Context: an optimization exercise on an open-source flow, tuned for small area and a short achievable clock period. The choices shown serve that exercise and are no tape-out recipe. In this exercise RTL edits were held to simulation tests only and were not proved equivalent to the original. Power and IR drop assume default switching activity.

==> flow/design.v (excerpt) <==
module echo_train_gen #(
  parameter int N_ECHO  = 5,
  parameter int DW      = 10,
  parameter int CNT_W   = 16,
  parameter int PERIOD  = 200,
  parameter int NOISE_W = 4
) (
  input  logic                          clk,
  input  logic                          reset,
  input  logic                          start,
  input  logic                          stop,
  input  logic                          mode,
  input  logic                          noise_en,
  input  logic [8*(N_ECHO+1)-1:0]       amp_i,
  input  logic [CNT_W*(N_ECHO+1)-1:0]   delay_i,
  output logic [DW-1:0]                 sum_o,
  output logic [7:0]                    start_o,
  output logic                          busy,
  output logic                          frame_o
);
For scale: ~2,400 cells after synthesis, roughly 310 flip-flops, about 170 I/O pins, roughly 23,000 um2 of cells after synthesis.
==> module echo_train_gen, before the edit <==
module echo_train_gen #(
  parameter int N_ECHO  = 5,
  parameter int DW      = 10,
  parameter int CNT_W   = 16,
  parameter int PERIOD  = 200,
  parameter int NOISE_W = 4
) (
  input  logic                          clk,
  input  logic                          reset,
  input  logic                          start,
  input  logic                          stop,
  input  logic                          mode,
  input  logic                          noise_en,
  input  logic [8*(N_ECHO+1)-1:0]       amp_i,
  input  logic [CNT_W*(N_ECHO+1)-1:0]   delay_i,
  output logic [DW-1:0]                 sum_o,
  output logic [7:0]                    start_o,
  output logic                          busy,
  output logic                          frame_o
);
  localparam int NP = N_ECHO + 1;
  logic             run_q;
  logic             busy_q;    
  logic             last_q;
  logic             first_q;
  logic [7:0]       cnt_q;
  logic [15:0]      lfsr_q;
  logic [DW-1:0]    sum_q;
  logic [7:0]       st_q;
  logic             frame_q;
  logic [7:0]       amp_q [NP];
  logic [7:0]       pos_q [NP];
  logic [7:0]       sb_q  [NP];
  logic [7:0]       h1_q  [NP];
  logic [7:0]       h2_q  [NP];
  logic             hc_q  [NP];
  logic [10:0]      y1_q, y2_q, y3_q;
  logic [7:0]       p0_q;
  logic go, ld;
  assign go = run_q && !stop;
  assign ld = !run_q || last_q;
  logic [7:0] sb_d [NP];
  for (genvar k = 0; k < NP; k++) begin : g_shape
    logic [7:0] u;
    logic       win;
    logic [7:0] s4;
    assign u = pos_q[k];
    assign win = (u[7:4] == 4'd0 && u[3:0] <= 4'd11) || (u[7:2] == 6'h3F);
    localparam logic [127:0] SHAPE4 = 128'h230e0502050e23477cb9ebffebb97c47;
    assign s4 = SHAPE4[8*u[3:0] +: 8];
    assign sb_d[k] = win ? s4 : 8'd0;
  end
  logic [7:0] h1_d [NP];
  logic [7:0] h2_d [NP];
  logic       hc_d [NP];
  for (genvar k = 0; k < NP; k++) begin : g_mul
    etg_mul u_mul (.a(amp_q[k]), .s(sb_q[k]), .h1(h1_d[k]), .h2(h2_d[k]), .hc(hc_d[k]));
  end
  logic [10:0] y1_d, y2_d, y3_d;
  etg_sum u_sum (
    .h1({h1_q[5], h1_q[4], h1_q[3], h1_q[2], h1_q[1], h1_q[0]}),
    .h2({h2_q[5], h2_q[4], h2_q[3], h2_q[2], h2_q[1], h2_q[0]}),
    .hc({hc_q[5], hc_q[4], hc_q[3], hc_q[2], hc_q[1], hc_q[0]}),
    .y1(y1_d), .y2(y2_d), .y3(y3_d));
  logic       v0   [NP];
  logic       z0_q [NP];  
  for (genvar k = 0; k < NP; k++) begin : g_early
    assign v0[k] = z0_q[k] && amp_q[k][7];
  end
  logic [7:0] sb_in [NP];    
  logic [1:0] h1_in [NP];    
  logic       h2_in [NP];
  logic       hc_in [NP];
  logic       z0_in [NP];
  logic [7:0] pos_in [NP];
  always_comb begin
    for (int k = 0; k < NP; k++) begin
      logic [7:0]  a;
      logic [15:0] d;
      logic        hz, d0, d1, d2;
      logic [8:0]  lo5;
      a  = amp_i[8*k +: 8];
      d  = delay_i[CNT_W*k +: CNT_W];
      hz = d[15:2] == 14'd0;
      d0 = hz && d[1:0] == 2'd0;
      d1 = hz && d[1:0] == 2'd1;
      d2 = hz && d[1:0] == 2'd2;
      lo5 = {1'b0, a[5:0], 2'b00} + {1'b0, a};
      z0_in[k]  = d0;
      sb_in[k]  = d0 ? 8'd14 : d1 ? 8'd5 : d2 ? 8'd2 : 8'd0;
      h1_in[k]  = d0 ? a[7:6] : 2'd0;
      h2_in[k]  = d1 && a[7];
      hc_in[k]  = d0 && lo5[8];
      pos_in[k] = (d[15:8] != 8'd0 || d[7:0] >= 8'(PERIOD)) ? 8'd13 : ~d[7:0];
    end
  end
  logic [2:0] x0;
  logic [4:0] x0n;
  logic s1, c1, s2, c2, s3, c3, s4, c4;
  assign s1 = v0[0] ^ v0[1] ^ v0[2];
  assign c1 = (v0[0] & v0[1]) | (v0[2] & (v0[0] ^ v0[1]));
  assign s2 = v0[3] ^ v0[4] ^ v0[5];
  assign c2 = (v0[3] & v0[4]) | (v0[5] & (v0[3] ^ v0[4]));
  assign s3 = s1 ^ s2 ^ lfsr_q[0];
  assign c3 = (s1 & s2) | (lfsr_q[0] & (s1 ^ s2));
  assign s4 = c1 ^ c2 ^ lfsr_q[1];
  assign c4 = (c1 & c2) | (lfsr_q[1] & (c1 ^ c2));
  assign x0  = {1'b0, c1, s1} + {1'b0, c2, s2};
  assign x0n = {1'b0, lfsr_q[3:2], s4, s3} + {1'b0, c4, c3, 1'b0};
  logic [10:0]   xs, xns;
  logic [DW-1:0] xsat, xnsat;
  assign xs    = y1_q + y2_q + y3_q;
  assign xns   = y1_q + y2_q + y3_q + 11'(lfsr_q[3:0]);
  assign xsat  = first_q ? 10'(x0)  : xs[10]  ? 10'd1023 : xs[9:0];
  assign xnsat = first_q ? 10'(x0n) : xns[10] ? 10'd1023 : xns[9:0];
  always_ff @(posedge clk or posedge reset) begin
    if (reset) begin
      run_q   <= 1'b0;
      busy_q  <= 1'b0;
      lfsr_q  <= 16'hACE1;
      sum_q   <= '0;
      st_q    <= '0;
      frame_q <= 1'b0;
    end else begin
      run_q   <= run_q ? !(stop || (last_q && !mode)) : (start && !stop);
      busy_q  <= busy_q ? !(stop || (last_q && !mode)) : (start && !stop);
      if (run_q) lfsr_q <= {lfsr_q[0] ^ lfsr_q[2] ^ lfsr_q[3] ^ lfsr_q[5], lfsr_q[15:1]};
      sum_q   <= go ? (noise_en ? xnsat : xsat) : 10'd0;
      st_q    <= go ? (first_q ? {7'd0, v0[0]} : p0_q) : 8'd0;
      frame_q <= go && last_q;
    end
  end
  always_ff @(posedge clk) begin
    cnt_q   <= ld ? 8'd0 : cnt_q + 8'd1;
    last_q  <= run_q && cnt_q == 8'(PERIOD - 2);
    first_q <= ld;
    for (int k = 0; k < NP; k++) begin
      if (ld) begin
        amp_q[k] <= amp_i[8*k +: 8];
        z0_q[k]  <= z0_in[k];
        pos_q[k] <= pos_in[k];
        sb_q[k]  <= sb_in[k];
        h1_q[k]  <= {6'd0, h1_in[k]};
        h2_q[k]  <= {7'd0, h2_in[k]};
        hc_q[k]  <= hc_in[k];
      end else begin
        pos_q[k] <= pos_q[k] + 8'd1;
        sb_q[k]  <= sb_d[k];
        h1_q[k]  <= h1_d[k];
        h2_q[k]  <= h2_d[k];
        hc_q[k]  <= hc_d[k];
      end
    end
    y1_q <= y1_d;
    y2_q <= y2_d;
    y3_q <= y3_d;
    p0_q <= h1_q[0] + h2_q[0] + {7'd0, hc_q[0]};
  end
  assign sum_o   = sum_q;
  assign start_o = st_q;
  assign frame_o = frame_q;
  assign busy    = busy_q;
endmodule
Settings: LEC_CHECK=0, CAP_MARGIN=20, CORE_MARGIN=2, CORE_UTILIZATION=50, CTS_CLUSTER_DIAMETER=100, CTS_CLUSTER_SIZE=30, PLACE_DENSITY=0.8, SETUP_SLACK_MARGIN=5, SLEW_MARGIN=20; clock period 10.5 ns.
standard.sh (not shown) runs the stock make flow with config.mk's settings and CLKGATE_MAP_FILE= SYNTH_SCRIPT=/design/flow/synth_recipe.tcl, a recipe that flattens the netlist after the stock synthesis.
==> flow/flow/run.sh <==
#!/bin/bash
set -euo pipefail
MARGIN=${MARGIN:-7.1}
PORTBUF=${PORTBUF:-sky130_fd_sc_hd__buf_1}
sed -e "s/SETUP_SLACK_MARGIN=[0-9.]*/SETUP_SLACK_MARGIN=$MARGIN/" \
    -e "s/\"\${@:-finish}\"/BUFFER_PORTS_ARGS='-buffer_cell $PORTBUF' \"\${@:-finish}\"/" \
    standard.sh > standard_flow.sh
bash standard_flow.sh > standard.log 2>&1
==> next run, changes <==
--- a/flow/design.v
+++ b/flow/design.v
@@ -63,15 +63,13 @@
     .hc({hc_q[5], hc_q[4], hc_q[3], hc_q[2], hc_q[1], hc_q[0]}),
     .y1(y1_d), .y2(y2_d), .y3(y3_d));
   logic       v0   [NP];
-  logic       z0_q [NP];  
   for (genvar k = 0; k < NP; k++) begin : g_early
-    assign v0[k] = z0_q[k] && amp_q[k][7];
+    assign v0[k] = (&pos_q[k]) && amp_q[k][7];
   end
   logic [7:0] sb_in [NP];    
   logic [1:0] h1_in [NP];    
   logic       h2_in [NP];
   logic       hc_in [NP];
-  logic       z0_in [NP];
   logic [7:0] pos_in [NP];
   always_comb begin
     for (int k = 0; k < NP; k++) begin
@@ -86,7 +84,6 @@
       d1 = hz && d[1:0] == 2'd1;
       d2 = hz && d[1:0] == 2'd2;
       lo5 = {1'b0, a[5:0], 2'b00} + {1'b0, a};
-      z0_in[k]  = d0;
       sb_in[k]  = d0 ? 8'd14 : d1 ? 8'd5 : d2 ? 8'd2 : 8'd0;
       h1_in[k]  = d0 ? a[7:6] : 2'd0;
       h2_in[k]  = d1 && a[7];
@@ -137,7 +134,6 @@
     for (int k = 0; k < NP; k++) begin
       if (ld) begin
         amp_q[k] <= amp_i[8*k +: 8];
-        z0_q[k]  <= z0_in[k];
         pos_q[k] <= pos_in[k];
         sb_q[k]  <= sb_in[k];
         h1_q[k]  <= {6'd0, h1_in[k]};
What happened: The changed run passed the timing, DRC and antenna checks. Sequential share of layout area falls by 0.48 points. Sequential power barely changes. Setup slack gets better by 0.016 ns. Area after synthesis falls by 1.3%. Maximum frequency rises by 0.46%. Via count falls by 0.41%. Cell area hardly moves.

## static timing again, ports no longer ideal
The results above use ideal ports. As a check the final layouts listed here were re-extracted and re-timed, cells and wires unchanged.
Step 1, drivers: a clkbuf_16 drives clk and a buf_2 each remaining input, both assumed.
Step 2 also shifts input and output timing later by t, the mid clock arrival at the registers, as if the neighbouring blocks saw the same clock.
Slacks: no drivers / after step 1 / after step 2; pairs: no drivers / after step 1.
run	shift t [ns]	setup slack, ns	hold WS [ns]	worst setup path after step 2
the first run	0.585	7.100 / 7.100 / 6.616	0.352 / 0.352 / 0.352	input to register
the second run	0.569	7.116 / 7.116 / 6.640	0.345 / 0.345 / 0.345	input to register
After both steps setup and hold are still met in every run listed. The setup slack of the first run, which loses most, moves by 0.000 ns with the drivers and by -0.484 ns with both steps.
